This is an optimization exercise on Yosys and OpenROAD, whose aim is a short achievable clock period and few clock cycles per item, not a production implementation. Function was checked by simulation only, so behaviour that the tests miss may differ from the original. Power figures rest on the tool's default switching activity, not on a simulated workload.

$ cat flow/design.v
`timescale 1ns / 1ps
`default_nettype none
package dvrt_pkg;
	localparam int unsigned MAX_RESULTS = 64;
	localparam int unsigned EMIT_W = 7;
	localparam logic [4:0] INF_METRIC = 5'd16;
	localparam logic [1:0] OP_RECV    = 2'd0;
	localparam logic [1:0] OP_PERIOD  = 2'd1;
	localparam logic [1:0] OP_TIMEOUT = 2'd2;
	localparam logic [7:0] RIP_VER     = 8'd2;
	localparam logic [7:0] CMD_REQUEST = 8'd1;
	localparam logic [7:0] CMD_RESPONSE = 8'd2;
	localparam logic [1:0] KIND_STATUS = 2'd0;
	localparam logic [1:0] KIND_ADV    = 2'd1;
	localparam logic [1:0] KIND_EMPTY  = 2'd2;
	localparam logic [2:0] ST_OK        = 3'd0;
	localparam logic [2:0] ST_VERSION   = 3'd1;
	localparam logic [2:0] ST_COMMAND   = 3'd2;
	localparam logic [2:0] ST_FULL      = 3'd3;
	localparam logic [2:0] ST_NOT_FOUND = 3'd4;
	typedef struct packed {
		logic [31:0] dest;
		logic [31:0] mask;
		logic [31:0] gateway;
		logic [4:0]  metric;
		logic [7:0]  iface;
	} entry_t;
	typedef struct packed {
		logic match;
		logic elig;
		logic nh_eq;
		logic met_lt;
	} cmp_t;
	typedef struct packed {
		logic [1:0]  kind;
		logic [2:0]  status;
		logic [7:0]  iface;
		logic [31:0] dest;
		logic [31:0] mask;
		logic [31:0] gateway;
		logic [4:0]  metric;
		logic        packet_end;
		logic        last;
	} result_t;
endpackage
`default_nettype wire
`timescale 1ns / 1ps
`default_nettype none
module dvrt_cmp (
	input  wire logic [31:0] ent_dest,
	input  wire logic [31:0] ent_mask,
	input  wire logic [31:0] ent_gw,
	input  wire logic [4:0]  ent_metric,
	input  wire logic [7:0]  ent_iface,
	input  wire logic [31:0] dest,
	input  wire logic [31:0] mask,
	input  wire logic [31:0] src,
	input  wire logic        met_small,
	input  wire logic [4:0]  met_lo,
	input  wire logic [7:0]  adv_iface,
	output logic             key_eq,
	output logic             gw_eq,
	output logic             met_lt,
	output logic             elig1,
	output logic             elig2
);
	always_comb begin
		key_eq = (ent_dest == dest) && (ent_mask == mask);
		gw_eq  = (ent_gw == src);
		met_lt = met_small && (met_lo < ent_metric);
		elig1  = (ent_iface != adv_iface) && !ent_metric[4];
		elig2  = (ent_iface != 8'd2) && !ent_metric[4];
	end
endmodule
`default_nettype wire
`timescale 1ns / 1ps
`default_nettype none
module dvrt_table (
	input  wire logic        clk,
	input  wire logic        we,
	input  wire logic        we_met,
	input  wire logic [31:0] wdest,
	input  wire logic [31:0] wmask,
	input  wire logic [31:0] wgw,
	input  wire logic [4:0]  wmetric,
	input  wire logic [7:0]  wiface,
	output logic [31:0]      dest,
	output logic [31:0]      mask,
	output logic [31:0]      gw,
	output logic [4:0]       metric,
	output logic [7:0]       iface
);
	always_ff @(posedge clk) begin
		if (we) begin
			dest <= wdest;
			mask <= wmask;
			gw <= wgw;
			iface <= wiface;
		end
		if (we_met) begin
			metric <= wmetric;
		end
	end
endmodule
`default_nettype wire
`timescale 1ns / 1ps
`default_nettype none
module distance_vector_route_table #(
	parameter int TABLE_DEPTH = 32,
	parameter int ENTRIES_PER_PACKET = 25
) (
	input  wire logic         clk,
	input  wire logic         arst_n,
	input  wire logic         s_tvalid,
	output logic              s_tready,
	input  wire logic [151:0] s_tdata,
	input  wire logic         s_tlast,
	input  wire logic [1:0]   s_tuser,
	output logic              m_tvalid,
	input  wire logic         m_tready,
	output logic [111:0]      m_tdata,
	output logic              m_tlast,
	output logic [2:0]        m_tuser
);
	localparam int N = TABLE_DEPTH;
	localparam int PW = $clog2(ENTRIES_PER_PACKET + 1);
	logic ready_q, v0_q, v1_q;
	logic [151:0] d0_q, d1_q;
	logic l0_q, l1_q;
	logic [1:0] u0_q, u1_q;
	logic push, pop, v0_n, v1_n;
	assign s_tready = ready_q;
	assign push = s_tvalid && ready_q;
	assign v0_n = v0_q ? (v1_q || !pop || push) : push;
	assign v1_n = v1_q ? !pop : (v0_q && !pop && push);
	always_ff @(posedge clk or negedge arst_n) begin
		if (!arst_n) begin
			ready_q <= 1'b1;
			v0_q <= 1'b0;
			v1_q <= 1'b0;
		end else begin
			ready_q <= !(v0_n && v1_n);
			v0_q <= v0_n;
			v1_q <= v1_n;
		end
	end
	always_ff @(posedge clk) begin
		if (v1_q && pop) begin
			d0_q <= d1_q;
			l0_q <= l1_q;
			u0_q <= u1_q;
		end else if (!v0_q || (!v1_q && pop)) begin
			d0_q <= s_tdata;
			l0_q <= s_tlast;
			u0_q <= s_tuser;
		end
		if (!v1_q) begin
			d1_q <= s_tdata;
			l1_q <= s_tlast;
			u1_q <= s_tuser;
		end
	end
	logic [31:0] t_dst [N];
	logic [31:0] t_msk [N];
	logic [31:0] t_gw  [N];
	logic [4:0]  t_met [N];
	logic [7:0]  t_ifc [N];
	logic [N-1:0] valid_q;
	logic [N-1:0] nxt;
	logic full;
	assign nxt = valid_q ^ {valid_q[N-2:0], 1'b1};
	assign full = valid_q[N-1];
	logic x_v, x_resp, x_tmo, x_adv, x_stat;
	logic [2:0] x_status;
	logic [7:0] x_ifc;
	logic [31:0] x_src, x_dst, x_msk;
	logic [4:0] x_newmet;
	logic x_mlt15;
	logic [N-1:0] x_m;
	logic x_found, x_gweq, x_lt;
	logic [N-1:0] x_rem, x_rem2;
	logic x_two;
	logic [7:0] x_i;
	logic [PW-1:0] x_place;
	logic go, x_free, x_done, emit;
	logic x_upd, x_app, x_wr;
	logic [N-1:0] x_we;
	logic [7:0] h_ver, h_cmd, h_ifc;
	logic [31:0] h_src, h_dst, h_msk, h_met;
	logic [1:0] h_op;
	logic h_resp, h_tmo, h_adv, h_per, h_stat;
	logic [2:0] h_status;
	logic h_small;
	logic [7:0] h_i1;
	logic [N-1:0] keq, gweq, mlt, el1, el2;
	logic [N-1:0] km;
	logic xk, fwd;
	logic fwd_e1, fwd_e2;
	logic [N-1:0] m_n, e1_n, e2_n;
	logic found_n, gweq_n, lt_n;
	logic [4:0] newmet_n;
	assign h_ver = d0_q[7:0];
	assign h_cmd = d0_q[15:8];
	assign h_ifc = d0_q[23:16];
	assign h_src = d0_q[55:24];
	assign h_dst = d0_q[87:56];
	assign h_msk = d0_q[119:88];
	assign h_met = d0_q[151:120];
	assign h_op = u0_q;
	always_comb begin
		h_resp = 1'b0;
		h_tmo = 1'b0;
		h_adv = 1'b0;
		h_stat = 1'b0;
		h_status = dvrt_pkg::ST_OK;
		unique case (h_op)
			dvrt_pkg::OP_RECV: begin
				if (h_ver != dvrt_pkg::RIP_VER) begin
					h_stat = 1'b1;
					h_status = dvrt_pkg::ST_VERSION;
				end else if (h_cmd == dvrt_pkg::CMD_REQUEST) begin
					if (l0_q) begin
						h_adv = 1'b1;
					end else begin
						h_stat = 1'b1;
					end
				end else if (h_cmd == dvrt_pkg::CMD_RESPONSE) begin
					h_resp = 1'b1;
				end else begin
					h_stat = 1'b1;
					h_status = dvrt_pkg::ST_COMMAND;
				end
			end
			dvrt_pkg::OP_PERIOD: begin
				h_adv = 1'b1;
			end
			dvrt_pkg::OP_TIMEOUT: begin
				h_tmo = 1'b1;
			end
			default: begin
				h_stat = 1'b1;
				h_status = dvrt_pkg::ST_COMMAND;
			end
		endcase
	end
	assign h_per = (h_op == dvrt_pkg::OP_PERIOD);
	assign h_small = (h_met[31:5] == 27'd0);
	assign h_i1 = h_per ? 8'd1 : h_ifc;
	assign newmet_n = h_tmo ? dvrt_pkg::INF_METRIC :
		((h_met >= 32'd15) ? dvrt_pkg::INF_METRIC : 5'(h_met + 32'd1));
	for (genvar j = 0; j < N; j++) begin : g_ent
		dvrt_table u_ent (
			.clk    (clk),
			.we     (x_we[j] && x_resp),
			.we_met (x_we[j]),
			.wdest  (x_dst),
			.wmask  (x_msk),
			.wgw    (x_src),
			.wmetric(x_newmet),
			.wiface (x_ifc),
			.dest   (t_dst[j]),
			.mask   (t_msk[j]),
			.gw     (t_gw[j]),
			.metric (t_met[j]),
			.iface  (t_ifc[j])
		);
		dvrt_cmp u_cmp (
			.ent_dest  (t_dst[j]),
			.ent_mask  (t_msk[j]),
			.ent_gw    (t_gw[j]),
			.ent_metric(t_met[j]),
			.ent_iface (t_ifc[j]),
			.dest      (h_dst),
			.mask      (h_msk),
			.src       (h_src),
			.met_small (h_small),
			.met_lo    (h_met[4:0]),
			.adv_iface (h_i1),
			.key_eq    (keq[j]),
			.gw_eq     (gweq[j]),
			.met_lt    (mlt[j]),
			.elig1     (el1[j]),
			.elig2     (el2[j])
		);
	end
	assign xk = (x_dst == h_dst) && (x_msk == h_msk);
	assign fwd = xk && x_wr;
	assign km = valid_q & keq;
	assign fwd_e1 = x_resp && (x_ifc != h_i1) && !x_newmet[4];
	assign fwd_e2 = x_resp && (x_ifc != 8'd2) && !x_newmet[4];
	always_comb begin
		m_n = fwd ? x_we : km;
		found_n = fwd || (|km);
		gweq_n = (fwd && x_resp) ? (x_src == h_src) : |(km & gweq);
		lt_n = fwd ? (h_small && (h_met[4:0] < x_newmet)) : |(km & mlt);
		for (int j = 0; j < N; j++) begin
			e1_n[j] = x_we[j] ? fwd_e1 : (valid_q[j] && el1[j]);
			e2_n[j] = x_we[j] ? fwd_e2 : (valid_q[j] && el2[j]);
		end
	end
	logic skid_v;
	logic [N-1:0] sel, above;
	logic nz, one, p24, phase_end;
	logic [31:0] a_dst, a_msk, a_gw;
	logic [4:0] a_met;
	logic [115:0] r;
	assign go = !skid_v;
	assign emit = go && x_v;
	assign x_upd = x_found && (x_gweq || x_lt);
	assign x_app = !x_found && x_mlt15 && !full;
	assign x_wr = emit && ((x_resp && (x_upd || x_app)) || (x_tmo && x_found));
	always_comb begin
		for (int j = 0; j < N; j++) begin
			x_we[j] = emit && ((x_resp && ((x_upd && x_m[j]) || (x_app && nxt[j]))) ||
				(x_tmo && x_found && x_m[j]));
		end
	end
	always_comb begin
		above = {1'b0, x_rem[N-1:1]};
		for (int k = 1; k < N; k = k * 2) begin
			above = above | (above >> k);
		end
		sel = x_rem & ~above;
	end
	logic [N-1:0] any_l [0:5];
	logic [N-1:0] mul_l [0:5];
	always_comb begin
		any_l[0] = x_rem;
		mul_l[0] = '0;
		for (int l = 1; l <= 5; l++) begin
			any_l[l] = '0;
			mul_l[l] = '0;
			for (int k = 0; k < (N >> l); k++) begin
				any_l[l][k] = any_l[l-1][2*k] || any_l[l-1][2*k+1];
				mul_l[l][k] = mul_l[l-1][2*k] || mul_l[l-1][2*k+1] ||
					(any_l[l-1][2*k] && any_l[l-1][2*k+1]);
			end
		end
		nz = any_l[5][0];
		one = nz && !mul_l[5][0];
	end
	always_comb begin
		a_dst = '0;
		a_msk = '0;
		a_gw = '0;
		a_met = '0;
		for (int j = 0; j < N; j++) begin
			a_dst = a_dst | ({32{sel[j]}} & t_dst[j]);
			a_msk = a_msk | ({32{sel[j]}} & t_msk[j]);
			a_gw = a_gw | ({32{sel[j]}} & t_gw[j]);
			a_met = a_met | ({5{sel[j]}} & t_met[j]);
		end
	end
	assign p24 = (x_place == PW'(ENTRIES_PER_PACKET - 1));
	assign phase_end = !nz || (one && !p24);
	assign x_free = !x_v || x_done;
	assign x_done = emit && (!x_adv || (phase_end && !x_two));
	assign pop = v0_q && x_free;
	always_comb begin
		if (x_adv) begin
			if (nz) begin
				r = {p24 || one, dvrt_pkg::KIND_ADV, phase_end && !x_two,
					a_met, a_gw, a_msk, a_dst, x_i, dvrt_pkg::ST_OK};
			end else begin
				r = {1'b1, dvrt_pkg::KIND_EMPTY, !x_two,
					5'd0, 32'd0, 32'd0, 32'd0, x_i, dvrt_pkg::ST_OK};
			end
		end else begin
			logic [2:0] st;
			st = x_status;
			if (x_resp) begin
				st = (!x_found && x_mlt15 && full) ? dvrt_pkg::ST_FULL : dvrt_pkg::ST_OK;
			end else if (x_tmo) begin
				st = x_found ? dvrt_pkg::ST_OK : dvrt_pkg::ST_NOT_FOUND;
			end
			r = {1'b0, dvrt_pkg::KIND_STATUS, 1'b1, 5'd0, 32'd0, 32'd0, 32'd0, 8'd0, st};
		end
	end
	always_ff @(posedge clk or negedge arst_n) begin
		if (!arst_n) begin
			x_v <= 1'b0;
			valid_q <= '0;
		end else begin
			if (x_free) begin
				x_v <= v0_q;
			end
			if (x_wr && x_resp && x_app) begin
				valid_q <= valid_q | nxt;
			end
		end
	end
	always_ff @(posedge clk) begin
		if (x_free) begin
			x_resp <= h_resp;
			x_tmo <= h_tmo;
			x_adv <= h_adv;
			x_stat <= h_stat;
			x_status <= h_status;
			x_ifc <= h_ifc;
			x_src <= h_src;
			x_dst <= h_dst;
			x_msk <= h_msk;
			x_newmet <= newmet_n;
			x_mlt15 <= (h_met < 32'd15);
			x_m <= m_n;
			x_found <= found_n;
			x_gweq <= gweq_n;
			x_lt <= lt_n;
			x_rem <= e1_n;
			x_rem2 <= e2_n;
			x_two <= h_per;
			x_i <= h_i1;
			x_place <= '0;
		end else if (emit && x_adv) begin
			if (phase_end && x_two) begin
				x_rem <= x_rem2;
				x_i <= 8'd2;
				x_two <= 1'b0;
				x_place <= '0;
			end else begin
				x_rem <= x_rem & ~sel;
				x_place <= p24 ? '0 : PW'(x_place + PW'(1));
			end
		end
	end
	logic out_v, out_free;
	logic [115:0] out_q, skid_q;
	assign out_free = !out_v || m_tready;
	always_ff @(posedge clk or negedge arst_n) begin
		if (!arst_n) begin
			out_v <= 1'b0;
			skid_v <= 1'b0;
		end else begin
			if (out_free) begin
				out_v <= skid_v || emit;
			end
			skid_v <= skid_v ? !out_free : (emit && !out_free);
		end
	end
	always_ff @(posedge clk) begin
		if (out_free) begin
			out_q <= skid_v ? skid_q : r;
		end
		if (!skid_v) begin
			skid_q <= r;
		end
	end
	assign m_tvalid = out_v;
	assign m_tuser = {out_q[115], out_q[114:113]};
	assign m_tlast = out_q[112];
	assign m_tdata = out_q[111:0];
endmodule
`default_nettype wire
$ cat flow/run.sh
#!/bin/bash
# synth_recipe.tcl (not shown) runs the flow's synth.tcl, then flattens the netlist and writes it again
# the make line also repeats each setting of config.mk as NAME=value (left out here)
make -C /OpenROAD-flow-scripts/flow DESIGN_CONFIG=/design/flow/config.mk WORK_HOME=/design/flow/orfs CLKGATE_MAP_FILE= SYNTH_SCRIPT=/design/flow/synth_recipe.tcl finish
$ cat flow/config.mk
export PLATFORM = sky130hd
export DESIGN_NAME = distance_vector_route_table
export DESIGN_NICKNAME = distance_vector_route_table
export VERILOG_FILES = /design/flow/design.v
export SDC_FILE = /design/flow/constraint.sdc
export NUM_CORES = 4
export LEC_CHECK = 0
export CAP_MARGIN = 20
export CORE_MARGIN = 2
export CORE_UTILIZATION = 40
export SLEW_MARGIN = 20
$ cat flow/constraint.sdc
create_clock -name core_clock -period 8.0 [get_ports {clk}]
set_input_delay 1.6000 -clock core_clock [delete_from_list [all_inputs] [get_ports {clk}]]
set_output_delay 1.6000 -clock core_clock [all_outputs]
set_load 0.01 [all_outputs]
==> run notes <==
## state kept, by name, indices dropped and copies added, names as in the netlist, 116 cells and up
register,count
d0_q,152
d1_q,152
g_ent.u_ent.dest,1024
g_ent.u_ent.gw,1024
g_ent.u_ent.iface,256
g_ent.u_ent.mask,1024
g_ent.u_ent.metric,160
out_q,116
skid_q,116
## cell usage in the layout, fill, tap and decap left out, types with 58 or more instances in the layout
cell / instances
clkbuf_1: 106
a32oi_1: 108
buf_4: 488
a2111oi_0: 62
a22oi_1: 462
nor3_1: 102
edfxtp_1: 4137
inv_1: 312
o2111ai_1: 70
nor4_1: 462
nand2_1: 588
a22o_1: 153
xor2_1: 1223
buf_12: 91
dfxtp_1: 121
nand3_1: 97
o211ai_1: 120
xnor2_1: 1742
clkdlybuf4s50_1: 275
a21o_1: 99
nor2_1: 94
o22ai_1: 95
nand4_1: 661
clkbuf_16: 468
ha_1: 169
diode_2: 133
a21boi_0: 180
clkinv_2: 83
o21ai_0: 152
a222oi_1: 391
a221oi_1: 183
clkinv_1: 83
bufinv_16: 58
nand2b_1: 184
a221o_1: 69
mux2_4: 150
## where the power goes
| group | switching [mW] | internal (mW) | total, mW |
|---|---|---|---|
| logic | 33.2 | 9.67 | 42.9 |
| registers | 2.50 | 30.9 | 33.4 |
| clock network | 9.97 | 12.8 | 22.8 |
| total | 45.7 | 53.4 | 99.1 |
## area by class of cell
type	count	area, um^2
Antenna cell	133	333
Clock buffer	592	12400
Clock inverter	274	3290
Fill cell	43200	265000
Inverter	328	1250
Multi-Input combinational cell	8338	66100
Sequential cell	4296	128000
Tap cell	6500	8130
Timing Repair Buffer	897	8650
## logic make-up (layout without fill, tap and decap cells)
| group | count (synthesis) | count (layout) | share of synthesized area (%) |
|---|---|---|---|
| other | 0 | 133 | 0 |
| adders and majority gates | 170 | 170 | 1.08 |
| buffers and inverters | 1221 | 2091 | 2.44 |
| DFF | 4296 | 4296 | 64.6 |
| AOI/OAI and AO/OA | 2399 | 2399 | 9.79 |
| and+or+nand+nor | 2546 | 2546 | 7.27 |
| muxes | 217 | 217 | 1.51 |
| xor gates and xnor gates | 3006 | 3006 | 13.3 |
## routing by layer
layer / GRT usage [%] / wire length [um] / vias up
met5: 0.394 / 574 / -
met4: 32.5 / 108000 / 44
met3: 21.3 / 189000 / 3582
met2: 56.1 / 424000 / 16100
met1: 52.6 / 379000 / 76900
li1: - / - / 55300
## final timing paths
path / to / slack, ns / cells past startpoint
max: out_q[74] / 1.85 / 8
min: x_ifc[6] / 0.46 / 0
max reg2reg: out_q[74] / 1.85 / 8
min reg2reg: x_ifc[6] / 0.46 / 0
max in group asynchronous: skid_v / 6.69 / 2
min in group asynchronous: valid_q[9] / 0.70 / 2
==> reports/qor.csv <==
stage;metric;value;unit
min_path;Worst Hold Launch;d0_q[22];
synthesis;Synth top cells by count;edfxtp_1, xnor2_1, xor2_1;
flow_run;max-cap violations;0;
sta;Tmin final;6.15;ns
synthesis;Synth warnings;12;
clocking;Post-CTS Setup Bufs;0;
placement;global placer's final weighted congestion;1.14;
synthesis;post-synth top area cell;edfxtp_1;
sta;max-slew violation count;30;
clocking;CTS buffer count;465;
setup_path;crit path kind;reg2reg;
routing;Initial DRC Count;35400;
setup_path;critical path's top delay family;simple AND/OR/NAND/NOR gates;
layout;fin nets;14700;
die;die area;500000;um^2
min_path;worst min-delay path class;reg2reg;
synthesis;register area share after synthesis;64.6;%
synthesis;count leader, synth;edfxtp_1;
synthesis;Most used DFF post-synth;edfxtp_1;
synthesis;Syn Nets;14200;
run_status;layout check failures;slew limit;
sta;Worst slew margin;-1.25;%
sta;final hold vios;0;
grt;antenna violations before repair;172;
layout;final cell count without fillers;21400;
run_status;status;complete, but fails checks;
pwr;Power Total;99.1;mW
synthesis;synth unique cells;84;
clocking;Hold Buf Count CTS;0;
synthesis;EDFF count, synth;4137;
die;Die Wd;707;um
sta;Highest Clock Rate;163;MHz
clocking;# clock sinks;4296;
routing;final wirelength;1100;mm
die;initial core utilization;40.1;%
die;row cnt;258;
die;Core Box Area;493000;um^2
sta;Slew @ Worst Pin;1.52;ns
pwr;P_leak;73.5;nW
synthesis;#FFs+latches synth;4296;
synthesis;syn_area_per_cell;14.3;um^2
sta;final worst path period share;76.8;%
setup_path;Startpoint Class;register;
grt;gr ovfl total;0;
clocking;clock buffer depth;4;
sta;Hold Slack;0.456;ns
synthesis;FFs w/ async S/R, synth;0.885;%
grt;vias in the first global route;136000;
placement;pre-CTS WS;2.26;ns
routing;wire per inst;51.5;um
setup_path;CP Cell Sequence;or4_1, nor3_1, and4b_1, and2_4, nand2_1, nand4_1, nor3_1, o21ai_1;
die;Die H;707;um
routing;Post-route DRC;0;
sta;setup TNS;0;ns
clocking;CTS resizes;0;
setup_path;worst r2r src;x_rem[21];
synthesis;Area contributors post-synth;edfxtp_1, xnor2_1, xor2_1, nand4_1, a222oi_1;
grt;largest net degree at the start of global routing;105;
clocking;clk slew on worst S/H paths;0.06;ns
routing;routed vias;152000;
sta;Final Skew;0.115;ns
synthesis;Post-Synthesis Cells;13900;
layout;Post-Layout Inst Area;228000;um^2
clocking;Worst-Skew Late Latency;1.17;ns
setup_path;slowest stage delay, CP;0.90;ns
sta;RSZ-0062 raised after global routing;false;
setup_path;Worst EP arrival;6.90;ns
pwr;P per Cell Area;435;nW/um^2
placement;Detail Placement HPWL;777;mm
setup_path;Critical Path Most Common Cell;nor3_1;
routing;first drt pass iteration count;13;
routing;antenna-violating nets left;0;
placement;I/O Buffers;276;
grt;total track usage;42.6;%
die;io pins;277;
layout;area grow syn2layout;15.3;%
routing;post-DR vias/cell;7.11;
grt;first-pass GRT wire length;1390;mm
sta;setup violators final;0;
clocking;CTS tree;yes;
sta;final setup margin;1.85;ns
setup_path;Critical Path RT;8.76;ns
setup_path;Worst Setup SP;x_rem[21];
layout;fin util;46.2;%
layout;layout cells sized above 1;11.5;%
placement;placed insts;20300;
clocking;CTS H-tree lvls;5;
clocking;clock root buffer;clkbuf_16;
placement;Placement Cell Area;211000;um^2
pwr;Worst IR Drop VDD;0.330;mV
setup_path;critical path's slowest cell;and4b_1;
setup_path;Worst Path Max Fanout;37;
synthesis;top cell type's share of synthesized area;62.9;%
setup_path;worst path buffer plus inverter count;0;
setup_path;kind of end point of the critical path;register;
synthesis;post-synthesis instance area;198000;um^2
Testbench counts, summed over its fixed seeds: cycles 18,248, items 4,800.

## afterwards: timing with drivers on the ports
The results above use ideal ports. As a check the final layout listed here was re-extracted and re-timed, cells and wires unchanged. Step 1 sets driving cells, clkbuf_16 on the clock port and buf_2 on the other inputs (assumed; they add their load-dependent delay and slew). Step 2 moves the port delays by t, midway between the first and last clock arrival at a register: inputs arrive t later, outputs are due t later. That takes back most of the time a late clock gives input paths. a / b / c = ideal ports / drivers / drivers and shift; a / b = the first two.
t, ns: 1.263
setup slack, ns: 1.853 / 1.853 / 1.853
hold slack, ns: 0.456 / 0.456 / 0.456
worst setup path at the end: register to register
The setup slack of this run moves by 0.000 ns with the drivers and by 0.000 ns with both steps.
